Source: an optimization exercise on an open RTL-to-GDS flow (aim: small area). Production flows keep margins and buffers that such runs may drop.
Function was checked by simulation only, so behaviour that the tests miss may differ from the original.
No activity file was given, so power comes from the tool's default toggle rates.

**flow/constraint.sdc**
```tcl
create_clock -name core_clock -period 6.0 [get_ports {clk}]
set_input_delay 1.2000 -clock core_clock [delete_from_list [all_inputs] [get_ports {clk}]]
set_output_delay 1.2000 -clock core_clock [all_outputs]
set_load 0.01 [all_outputs]
```
**flow/run.sh**
```bash
#!/bin/bash
# synth_recipe.tcl (not shown) runs the flow's synth.tcl, then flattens the netlist and writes it again
# the make line also repeats each setting of config.mk as NAME=value (left out here)
make -C /OpenROAD-flow-scripts/flow DESIGN_CONFIG=/design/flow/config.mk WORK_HOME=/design/flow/orfs CLKGATE_MAP_FILE= SYNTH_SCRIPT=/design/flow/synth_recipe.tcl finish
```
**flow/design.v**
```verilog
package cache_pkg;
    localparam int word_w         = 32;
    localparam int words_per_line = 4;
    localparam int proc_addr_w    = 30;
    localparam int line_w    = word_w * words_per_line;
    localparam int num_lines = 8;
    localparam int offset_w   = 2;
    localparam int index_w    = 3;
    localparam int tag_w      = proc_addr_w - index_w - offset_w;
    localparam int mem_addr_w = proc_addr_w - offset_w;
    typedef enum logic [1:0] {
        st_idle       = 2'b00,
        st_write_back = 2'b01,
        st_allocate   = 2'b10
    } cache_state_e;
    typedef struct packed {
        logic [tag_w-1:0]    tag;
        logic [index_w-1:0]  index;
        logic [offset_w-1:0] offset;
    } cache_addr_t;
    typedef struct packed {
        logic valid;
        logic hit;
        logic dirty;
    } line_status_t;
    typedef struct packed {
        logic fill;
        logic word_write;
    } store_cmd_t;
endpackage
import cache_pkg::*;
module cache_ctrl (
    input  logic                     clk,
    input  logic                     proc_reset,
    input  logic                     proc_read,
    input  logic                     proc_write,
    input  cache_pkg::line_status_t  status,
    input  logic                     mem_ready,
    output logic                     proc_stall,
    output logic                     mem_read,
    output logic                     mem_write,
    output cache_pkg::store_cmd_t    cmd
);
    cache_pkg::cache_state_e state;
    cache_pkg::cache_state_e state_nxt;
    logic         req;
    logic         line_hit;
    assign req      = proc_read | proc_write;
    assign line_hit = status.valid & status.hit;
    always_ff @(posedge clk) begin
        if (!proc_reset) begin
            state <= st_idle;
        end else begin
            state <= state_nxt;
        end
    end
    always_comb begin
        state_nxt = state;
        unique case (state)
            st_idle: begin
                if (req && !line_hit) begin
                    if (status.valid && status.dirty) begin
                        state_nxt = st_write_back;
                    end else begin
                        state_nxt = st_allocate;
                    end
                end
            end
            st_write_back: begin
                if (mem_ready) begin
                    state_nxt = st_allocate;
                end
            end
            st_allocate: begin
                if (mem_ready) begin
                    state_nxt = st_idle;
                end
            end
            default: begin
                state_nxt = st_idle;
            end
        endcase
    end
    always_comb begin
        proc_stall     = 1'b0;
        mem_read       = 1'b0;
        mem_write      = 1'b0;
        cmd.fill       = 1'b0;
        cmd.word_write = 1'b0;
        unique case (state)
            st_idle: begin
                proc_stall     = req & ~line_hit;
                cmd.word_write = proc_write & line_hit;
            end
            st_write_back: begin
                proc_stall = 1'b1;
                mem_write  = 1'b1;
            end
            st_allocate: begin
                proc_stall = 1'b1;
                mem_read   = 1'b1;
                cmd.fill   = mem_ready;
            end
            default: begin
                proc_stall = 1'b0;
            end
        endcase
    end
endmodule
import cache_pkg::*;
module cache_store (
    input  logic                          clk,
    input  logic                          proc_reset,
    input  cache_pkg::cache_addr_t        addr,
    input  cache_pkg::store_cmd_t         cmd,
    input  logic [cache_pkg::word_w-1:0]  proc_wdata,
    input  logic [cache_pkg::line_w-1:0]  mem_rdata,
    output cache_pkg::line_status_t       status,
    output logic [cache_pkg::word_w-1:0]  proc_rdata,
    output logic [cache_pkg::line_w-1:0]  mem_wdata,
    output logic [cache_pkg::tag_w-1:0]   victim_tag
);
    logic [line_w-1:0]    data_q [num_lines];
    logic [tag_w-1:0]     tag_q  [num_lines];
    logic [num_lines-1:0] valid_q;
    logic [num_lines-1:0] dirty_q;
    logic [line_w-1:0] cur_line;
    logic [tag_w-1:0]  cur_tag;
    logic [line_w-1:0] merged_line;
    assign cur_line = data_q[addr.index];
    assign cur_tag  = tag_q[addr.index];
    always_comb begin
        status.valid = valid_q[addr.index];
        status.hit   = (cur_tag == addr.tag);
        status.dirty = dirty_q[addr.index];
    end
    assign proc_rdata = cur_line[addr.offset * word_w +: word_w];
    assign mem_wdata  = cur_line;
    assign victim_tag = cur_tag;
    always_comb begin
        merged_line = cur_line;
        for (int w = 0; w < words_per_line; w++) begin
            if (addr.offset == offset_w'(w)) begin
                merged_line[w * word_w +: word_w] = proc_wdata;
            end
        end
    end
    always_ff @(posedge clk) begin
        if (!proc_reset) begin
            for (int i = 0; i < num_lines; i++) begin
                data_q[i] <= '0;
                tag_q[i]  <= '0;
            end
        end else if (cmd.fill) begin
            data_q[addr.index] <= mem_rdata;
            tag_q[addr.index]  <= addr.tag;
        end else if (cmd.word_write) begin
            data_q[addr.index] <= merged_line;
        end
    end
    always_ff @(posedge clk) begin
        if (!proc_reset) begin
            valid_q <= '0;
        end else if (cmd.fill) begin
            valid_q[addr.index] <= 1'b1;
        end
    end
    always_ff @(posedge clk) begin
        if (!proc_reset) begin
            dirty_q <= '0;
        end else if (cmd.fill) begin
            dirty_q[addr.index] <= 1'b0;
        end else if (cmd.word_write) begin
            dirty_q[addr.index] <= 1'b1;
        end
    end
endmodule
import cache_pkg::*;
module cache (
    input  logic                              clk,
    input  logic                              proc_reset,
    input  logic                              proc_read,
    input  logic                              proc_write,
    input  logic [cache_pkg::proc_addr_w-1:0] proc_addr,
    input  logic [cache_pkg::word_w-1:0]      proc_wdata,
    output logic                              proc_stall,
    output logic [cache_pkg::word_w-1:0]      proc_rdata,
    input  logic [cache_pkg::line_w-1:0]      mem_rdata,
    input  logic                              mem_ready,
    output logic                              mem_read,
    output logic                              mem_write,
    output logic [cache_pkg::mem_addr_w-1:0]  mem_addr,
    output logic [cache_pkg::line_w-1:0]      mem_wdata
);
    cache_pkg::cache_addr_t       addr;
    cache_pkg::line_status_t      status;
    cache_pkg::store_cmd_t        cmd;
    logic [tag_w-1:0]  victim_tag;
    assign addr = cache_pkg::cache_addr_t'(proc_addr);
    assign mem_addr = mem_write ? {victim_tag, addr.index} : {addr.tag, addr.index};
    cache_ctrl i_ctrl (
        .clk        (clk),
        .proc_reset (proc_reset),
        .proc_read  (proc_read),
        .proc_write (proc_write),
        .status     (status),
        .mem_ready  (mem_ready),
        .proc_stall (proc_stall),
        .mem_read   (mem_read),
        .mem_write  (mem_write),
        .cmd        (cmd)
    );
    cache_store i_store (
        .clk        (clk),
        .proc_reset (proc_reset),
        .addr       (addr),
        .cmd        (cmd),
        .proc_wdata (proc_wdata),
        .mem_rdata  (mem_rdata),
        .status     (status),
        .proc_rdata (proc_rdata),
        .mem_wdata  (mem_wdata),
        .victim_tag (victim_tag)
    );
endmodule
```
**flow/config.mk**
```make
export PLATFORM = sky130hd
export DESIGN_NAME = cache
export DESIGN_NICKNAME = cache
export VERILOG_FILES = /design/flow/design.v
export SDC_FILE = /design/flow/constraint.sdc
export NUM_CORES = 4
export LEC_CHECK = 0
export CAP_MARGIN = 20
export CORE_MARGIN = 2
export CORE_UTILIZATION = 40
export SLEW_MARGIN = 20
```
==> impl_metrics.py, run 1 <==
metrics = {
    "grt": {
        "overflow": 0,
        "grt_first_pass_wirelength_mm": 332.0,
        "track_usage": 0.3079,
        "first_global_vias": 43280,
        "grt_max_degree": 130,
        "grt_antenna_before_repair": 19,
    },
    "drt": {
        "first_iter_violations": 7042,
        "first_pass_iters": 7,
        "drc_errors": 0,
        "routed_wl_mm": 238.6,
        "viasPerCell": 6.659,
        "wl_per_cell_um": 34.75,
        "dr_total_vias": 45720,
        "drtAntennaViolNets": 0,
    },
    "synthesis": {
        "async_flop_share": 0,
        "ys.flop_type": "edfxtp_1",
        "syn-num-nets": 4596,
        "ys_seq_elements": 1242,
        "synth.distinct_cells": 62,
        "synth_top_area_frac": 0.6202,
        "ys_seq_area_frac": 0.6263,
        "syn_inst": 4394,
        "synth-edff-count": 1224,
        "yosys.area.top_type": "edfxtp_1",
        "syn_area_per_cell_um2": 13.49,
        "yosysWarnings": 2,
        "synth_area_leaders": "edfxtp_1, a21oi_1, o2111ai_4",
        "synth_area_um2": 59260,
    },
    "layout": {
        "final_net_count": 5022,
        "fin_area_um2": 71310,
        "syn2layout_area_growth_pct": 20.33,
        "fillers": 12910,
        "drive_gt1_frac": 0.1558,
    },
    "cts": {
        "cts_buffers": 138,
        "cts_sinks": 1242,
        "clkSlewWorstSetupHoldPaths_ns": 0.06,
        "clock_latency_ns": 0.80,
        "ctsLongestPathBuffers": 3,
        "clockRootBuffer": "clkbuf_16",
        "htreeDepth": 4,
        "cts_tree": "done",
        "cts_hold_buf": 0,
        "post-cts-setup-buffer-count": 0,
        "post_cts_resized": 0,
    },
    "timing": {
        "setup_viol_count_final": 0,
        "maxSlewHeadroom": 0.1177,
        "worst_slack_ns": 0.2073,
        "setup_tns_ns": 0,
        "rsz0062_at_grt": "false",
        "fin_crit_sh": 0.9654,
        "tightest_slew_ns": 1.319,
        "clock_skew_ns": 0.04837,
        "drv_slew": 0,
        "hold_viol": 0,
        "fin_crit_ns": 5.793,
        "fmax_mhz": 172.6,
    },
    "power": {
        "p_leak_nw": 23.89,
        "pwr_density_cell_nw_per_um2": 290.8,
        "vdd.ir_drop.worst_uv": 178.4,
    },
    "outcome": {
        "status": "complete, no violations",
    },
    "floorplanning": {
        "start_util": 0.4018,
        "die_h_um": 388.9,
        "core_area_um2": 147500,
        "ios": 386,
        "die_x_um": 388.9,
        "die_area_um2": 151300,
        "fp-row-count": 141,
    },
    "place": {
        "io_buffers": 385,
        "preCtsSetupSlack_ns": 0.3272,
        "placed_cell_area_um2": 67060,
        "routabilityCongestion": 0.9263,
        "dp_hpwl_mm": 146.9,
    },
    "hold_path": {
        "whs_path_depth": 2,
        "hold_class": "reg2reg",
    },
    "setup_path": {
        "reg2regPathDepth": 9,
        "required_ns": 4.80,
        "endpoint_kind": "output port",
        "crit_arrival_ns": 4.59,
        "cp_max_fo": 27,
        "critPathKind": "in2out",
        "cp-start-kind": "input pin",
    },
    "flow_run": {
        "cap_violations": 0,
    },
}
[Yosys cell counts, drive strengths merged (3+ instances only)]
cell type	instances
a211oi	3
a21oi	1065
a221oi	63
a222oi	25
a22o	70
a22oi	319
a31oi	5
and2	164
and3	5
buf	182
clkbuf	222
dfxtp	18
edfxtp	1224
ha	7
inv	10
mux2	62
mux2i	93
mux4	46
nand2	34
nand2b	71
nand3	93
nand4	105
nor2	83
nor2b	5
nor3	32
nor4	22
o2111ai	129
o211ai	11
o21a	3
o21ai	155
o221ai	16
o22ai	7
or2	3
or3	11
xnor2	3
xor2	9
[final timing paths]
| kind | startpoint | end | slack [ns] |
|---|---|---|---|
| hold / removal | register | register | 0.46 |
| setup / recovery | proc_addr[3] | proc_stall | 0.21 |
| setup reg to reg | i_store.tag_q[6][15] | i_store.data_q[6][69] | 1.92 |
| hold reg to reg | register | register | 0.46 |
[registers in the layout, summed over array words and instances, names as in the netlist, named ones only]
signal,flops
i_ctrl.state,2
i_store.tag_q,200
i_store.data_q,1024
i_store.valid_q,8
[cells in the final DEF, fill, tap and decap left out, drive strengths merged, types with 5 or more instances in the layout]
cell type,n
a31oi,5
a22oi,319
a221oi,63
nor2,83
o221ai,16
clkbuf,189
o2111ai,129
mux2,62
nand3,93
clkinv,54
or3,11
edfxtp,1224
dfxtp,18
nand2,34
nand2b,71
and3,5
and2,164
a22o,70
ha,7
nor4,22
inv,15
o211ai,11
xor2,9
a222oi,25
o22ai,7
a21oi,1065
o21ai,155
mux2i,93
mux4,46
diode,6
nand4,105
nor3,32
buf,313
clkdlybuf4s50,376
nor2b,5
[per-stage QoR]
| stage | instances | utilization | hold slack, ns | total power, mW |
|---|---|---|---|---|
| 3_3_place_gp | 6609 | 0.4545 | 0.4413 | 12.69 |
| 6_report | 6866 | 0.4835 | 0.4605 | 20.73 |
| 3_5_place_dp | 6610 | 0.4547 | 0.4491 | 12.71 |
| 5_1_grt | 6860 | 0.4834 | 0.4797 | 21.15 |
| 4_1_cts | 6860 | 0.4834 | 0.4580 | 20.69 |
| 2_1_floorplan | 4394 | - | 0.4305 | 11.21 |
[power by group]
group          switching [mW]  leakage (nW)  internal, mW
Sequential             0.0893          12.8          9.84
Clock                    3.62          2.05          4.51
Combinational            1.80          9.04         0.874
[layer usage]
metal	GRT usage	part of all wire	up-vias
met4	0.1716	0.063	22
met3	0.08754	0.14	601
met5	0	0.00071	-
met2	0.4568	0.44	3441
met1	0.4062	0.36	23000
li1	-	-	18660
[worst max-delay path, cell delays in order]
cell,delay (ns)
buf_4,0.41
buf_4,0.35
mux2_2,0.37
a221oi_1,0.36
o22ai_1,0.18
xor2_1,0.18
a2111oi_0,0.37
and4_1,0.38
nor3b_1,0.09
o21ba_2,0.20
clkdlybuf4s50_1,0.47
[layout make-up]
type / count / area (µm²) / share of cell area
Antenna cell: 6 / 15.01 / 0.0002106
Clock buffer: 188 / 3765 / 0.05280
Clock inverter: 62 / 470.5 / 0.006597
Inverter: 12 / 45.04 / 0.0006317
Multi-Input combinational cell: 2736 / 20370 / 0.2857
Sequential cell: 1242 / 37120 / 0.5205
Tap cell: 1930 / 2415 / 0.03386
Timing Repair Buffer: 690 / 7113 / 0.09975
[cells by family (layout without fill, tap and decap cells)]
kind of cell | Yosys count | after routing | share of synthesized area
AOI/OAI and AO/OA | 1881 | 1881 | 0.2305
xor gates and xnor gates | 12 | 12 | 0.001774
adders and majority gates | 7 | 7 | 0.001478
buffers and inverters | 416 | 952 | 0.03477
DFF | 1242 | 1242 | 0.6263
muxes | 201 | 201 | 0.04518
other | 0 | 6 | 0
and+or+nand+nor | 635 | 635 | 0.05996
==> run 2, diff against run 1 <==
==> flow/design.v (replaced) <==
package cache_pkg;
endpackage
module cache (
    input  logic         clk,
    input  logic         proc_reset,
    input  logic         proc_read,
    input  logic         proc_write,
    input  logic [29:0]  proc_addr,
    input  logic [31:0]  proc_wdata,
    output logic         proc_stall,
    output logic [31:0]  proc_rdata,
    input  logic [127:0] mem_rdata,
    input  logic         mem_ready,
    output logic         mem_read,
    output logic         mem_write,
    output logic [27:0]  mem_addr,
    output logic [127:0] mem_wdata
);
    logic wb_q, al_q;
    logic [127:0] data_q [8];
    logic [24:0]  tag_q  [8];
    logic [7:0]   valid_q;
    logic [7:0]   dirty_q;
    logic [24:0] atag;
    logic [2:0]  idx;
    logic [1:0]  off;
    assign atag = proc_addr[29:5];
    assign idx  = proc_addr[4:2];
    assign off  = proc_addr[1:0];
    logic [7:0] sel;
    always_comb begin
        for (int i = 0; i < 8; i++) sel[i] = (idx == 3'(i));
    end
    logic [127:0] cur_line;
    logic [24:0]  cur_tag;
    logic         cur_valid, cur_dirty;
    always_comb begin
        cur_line  = '0;
        cur_tag   = al_q ? atag : '0;
        cur_valid = 1'b0;
        cur_dirty = 1'b0;
        for (int i = 0; i < 8; i++) begin
            cur_line  = cur_line  | ({128{sel[i]}} & data_q[i]);
            cur_tag   = cur_tag   | ({25{sel[i] & ~al_q}} & tag_q[i]);
            cur_valid = cur_valid | (sel[i] & valid_q[i]);
            cur_dirty = cur_dirty | (sel[i] & dirty_q[i]);
        end
    end
    logic req, idle, hit, fill, wword;
    assign req   = proc_read | proc_write;
    assign idle  = ~wb_q & ~al_q;
    assign hit   = cur_valid & (cur_tag == atag);
    assign fill  = al_q & mem_ready;
    assign wword = idle & proc_write & hit;
    assign proc_stall = wb_q | al_q | (req & ~hit);
    assign mem_write  = wb_q;
    assign mem_read   = al_q;
    assign mem_addr   = {cur_tag, idx};
    assign mem_wdata  = cur_line;
    assign proc_rdata = cur_line[off * 32 +: 32];
    always_ff @(posedge clk) begin
        if (!proc_reset) begin
            wb_q <= 1'b0;
            al_q <= 1'b0;
        end else begin
            wb_q <= (idle & req & ~hit & cur_dirty) | (wb_q & ~mem_ready);
            al_q <= (idle & req & ~hit & ~cur_dirty) | (wb_q & mem_ready) | (al_q & ~mem_ready);
        end
    end
    always_ff @(posedge clk) begin
        if (!proc_reset) begin
            valid_q <= '0;
            dirty_q <= '0;
        end else begin
            for (int i = 0; i < 8; i++) begin
                if (sel[i] & fill) begin
                    valid_q[i] <= 1'b1;
                    dirty_q[i] <= 1'b0;
                end else if (sel[i] & wword) begin
                    dirty_q[i] <= 1'b1;
                end
            end
        end
    end
    logic [127:0] wdata;
    assign wdata = al_q ? mem_rdata : {4{proc_wdata}};
    always_ff @(posedge clk) begin
        for (int i = 0; i < 8; i++) begin
            if (sel[i] & fill) tag_q[i] <= atag;
            for (int w = 0; w < 4; w++) begin
                if (sel[i] & (fill | (wword & (off == 2'(w)))))
                    data_q[i][w*32 +: 32] <= wdata[w*32 +: 32];
            end
        end
    end
endmodule
==> run 2 against run 1 <==
Hold slack better by 0.011 ns. First-iteration DRC count is 40% lower. Largest power group unchanged. Critical path depth decreased by 1. Combinational power down 17%.
==> impl_metrics.py, run 2 <==
metrics = {
    "timing": {
        "hold_viol": 0,
        "setup_viol_count_final": 0,
        "fin_crit_sh": 0.9478,
        "clock_skew_ns": 0.03029,
        "maxSlewHeadroom": 0.2300,
        "worst_slack_ns": 0.3134,
        "rsz0062_at_grt": "false",
        "holdWs_ns": 0.4719,
        "fin_crit_ns": 5.687,
        "drv_slew": 0,
        "tightest_slew_ns": 1.152,
        "fmax_mhz": 175.9,
    },
    "layout": {
        "regMostFlops": "data_q",
        "mostFrequentLayoutCell": "edfxtp_1",
        "largest_reg_flops": 1024,
        "multi_input_area_um2": 10340,
        "fillers": 9705,
        "final_net_count": 3542,
        "fin_area_um2": 59530,
        "final_cell_mix": "edfxtp_1, clkdlybuf4s50_1, a22oi_1",
        "seq_area_um2": 37120,
        "reg_top3": "data_q: 1024 flops, tag_q: 200 flops",
        "drive_gt1_frac": 0.1441,
        "syn2layout_area_growth_pct": 24.30,
    },
    "setup_path": {
        "critical-path-slowest-cell": "mux4_2",
        "timing.rr.start": "al_q",
        "crit_arrival_ns": 4.49,
        "reg2reg_slack_ns": 1.66,
        "critPathKind": "in2out",
        "max_stage_delay_ns": 0.66,
        "reg2regPathDepth": 10,
        "required_ns": 4.80,
        "cpLargestDelayFamily": "buffers and inverters",
        "cp-start-kind": "input pin",
        "endpoint_kind": "output port",
        "cp_max_fo": 27,
        "crit_top_cell": "buf_4",
        "critical_path_buf_inv_count": 6,
        "path_cells": "buf_4 > buf_4 > buf_12 > nor2_4 > buf_12 > buf_4 > a22oi_1 > nand3_1 > mux4_2 > clkdlybuf4s50_1",
        "reg2reg_to": "data_q[7][45]",
    },
    "synthesis": {
        "ys_seq_area_frac": 0.7750,
        "synth_most_common_cell": "edfxtp_1",
        "synth.distinct_cells": 77,
        "synth-edff-count": 1224,
        "synthTopCellsByCount": "edfxtp_1, a22oi_1, nand2_1",
        "yosys.area.top_type": "edfxtp_1",
        "synth_area_leaders": "edfxtp_1, a22oi_1, nand2_1",
        "syn_inst": 2834,
        "syn-num-nets": 3029,
        "ys_seq_elements": 1242,
        "async_flop_share": 0,
        "ys.flop_type": "edfxtp_1",
        "synth_top_area_frac": 0.7675,
        "synth_area_um2": 47890,
        "yosysWarnings": 3,
        "syn_area_per_cell_um2": 16.90,
    },
    "floorplanning": {
        "fp-row-count": 126,
        "die_area_um2": 122500,
        "core_area_um2": 118400,
        "start_util": 0.4045,
        "ios": 386,
        "die_h_um": 350.0,
        "die_x_um": 350.0,
    },
    "grt": {
        "track_usage": 0.2666,
        "grt_max_degree": 132,
        "overflow": 0,
        "first_global_vias": 28640,
        "grt_first_pass_wirelength_mm": 227.5,
        "grt_antenna_before_repair": 16,
    },
    "power": {
        "vdd.ir_drop.worst_uv": 202.1,
        "p_leak_nw": 19.55,
        "pwr_density_cell_nw_per_um2": 336.0,
    },
    "drt": {
        "wl_per_cell_um": 32.88,
        "first_pass_iters": 6,
        "first_iter_violations": 4247,
        "drtAntennaViolNets": 0,
        "dr_total_vias": 30160,
        "viasPerCell": 5.978,
        "routed_wl_mm": 165.9,
        "drc_errors": 0,
    },
    "cts": {
        "cts_tree": "done",
        "post_cts_resized": 0,
        "cts_sinks": 1242,
        "htreeDepth": 4,
        "ctsLongestPathBuffers": 3,
        "cts_buffers": 130,
        "clock_latency_ns": 0.75,
        "clkSlewWorstSetupHoldPaths_ns": 0.06,
        "post-cts-setup-buffer-count": 0,
        "clockRootBuffer": "clkbuf_16",
        "cts_hold_buf": 0,
    },
    "place": {
        "io_buffers": 385,
        "dp_hpwl_mm": 107.9,
        "preCtsSetupSlack_ns": 0.3900,
        "placed_cell_area_um2": 55380,
        "routabilityCongestion": 0.8553,
    },
    "flow_run": {
        "cap_violations": 0,
    },
    "hold_path": {
        "whs_endpoint": "valid_q[7]",
        "hold_class": "reg2reg",
        "whs_path_depth": 1,
        "hp-start": "valid_q[7]",
    },
    "outcome": {
        "status": "complete, no violations",
    },
}
-- run 2: per-layer routing --
layer,global-route usage,part of all wire
met5,0,0.000072
met4,0.07477,0.025
met3,0.08228,0.12
met2,0.3940,0.44
met1,0.3809,0.41
-- run 2: power by group --
part / switching [mW] / leakage [nW] / internal (mW) / total [mW]
clock network: 3.29 / 2.02 / 4.61 / 7.90
registers: 0.0368 / 11.2 / 9.84 / 9.88
logic: 1.46 / 6.33 / 0.763 / 2.22
total: 4.79 / 19.5 / 15.2 / 20.0
-- run 2: area by class of cell --
| cell class | count | share of cell area |
|---|---|---|
| clock inverters | 62 | 0.01154 |
| inverters | 15 | 0.0009458 |
| repair buffers | 569 | 0.09853 |
| flip-flops and latches | 1242 | 0.6235 |
| diodes | 3 | 0.0001261 |
| clock buffers | 165 | 0.05809 |
| well taps | 1600 | 0.03363 |
| multi-input cells | 1389 | 0.1736 |
-- run 2: cell families (layout without fill, tap and decap cells) --
group,count (synthesis),count (layout),synth area share
compound gates,659,659,0.1090
buf+inv,203,811,0.01920
simple gates,590,590,0.05714
mux,132,132,0.03822
flops,1242,1242,0.7750
other cells,0,3,0
xor+xnor,8,8,0.001463
-- run 2: worst register-to-register path, stage by stage, from the launching register on --
cell      delay (ns)
dfxtp_4         0.72
nand3b_1        0.34
o22ai_1         0.13
a211oi_1        0.64
o22ai_1         0.18
nor4_1          0.28
buf_4           0.17
nand4_4         0.15
buf_4           0.43
o31ai_4         0.47
buf_4           0.44
-- run 2: how the worst max path moves through the flow --
stage | start | endpoint | slack [ns] | depth (start not counted)
2_1_floorplan | proc_addr[3] | data_q[2][100] | -0.22 | 11
3_3_place_gp | proc_addr[2] | proc_stall | 0.42 | 13
3_5_place_dp | proc_addr[3] | proc_stall | 0.39 | 12
4_1_cts | proc_addr[3] | proc_stall | 0.38 | 12
5_1_grt | proc_addr[3] | proc_stall | 0.21 | 12
6_report | proc_addr[3] | proc_rdata[10] | 0.31 | 10
-- run 2: per-stage QoR --
step	TNS (ns)	cells	power (mW)	utilization
after floorplan	-195.71	2834	10.93	-
after CTS	0	5042	20.04	0.5028
after global placement	0	4815	12.23	0.4677
after global routing	0	5042	20.48	0.5028
after detailed placement	0	4815	12.25	0.4677
final	0	5045	20.00	0.5028

[afterwards: timing with drivers on the ports]
How much do the figures lean on ideal ports? The routed layouts below were timed once more, with nothing changed but the port constraints.
Step 1 sets driving cells, clkbuf_16 on the clock port and buf_2 on the other inputs (assumed; they add their load-dependent delay and slew).
Step 2 moves the port delays by t, midway between the first and last clock arrival at a register: inputs arrive t later, outputs are due t later. That takes back most of the time a late clock gives input paths.
Slacks: no drivers / after step 1 / after step 2; pairs: no drivers / after step 1.
run	t (ns)	setup slack, ns	worst setup path after step 2	pins driven straight from the clock port
run 1	0.861	0.207 / 0.183 / 0.183	input to output	1
run 2	0.792	0.313 / 0.288 / 0.288	input to output	1
After both steps every run listed still meets setup and hold. The setup slack of run 2, which loses most, moves by -0.025 ns with the drivers and by -0.025 ns with both steps.
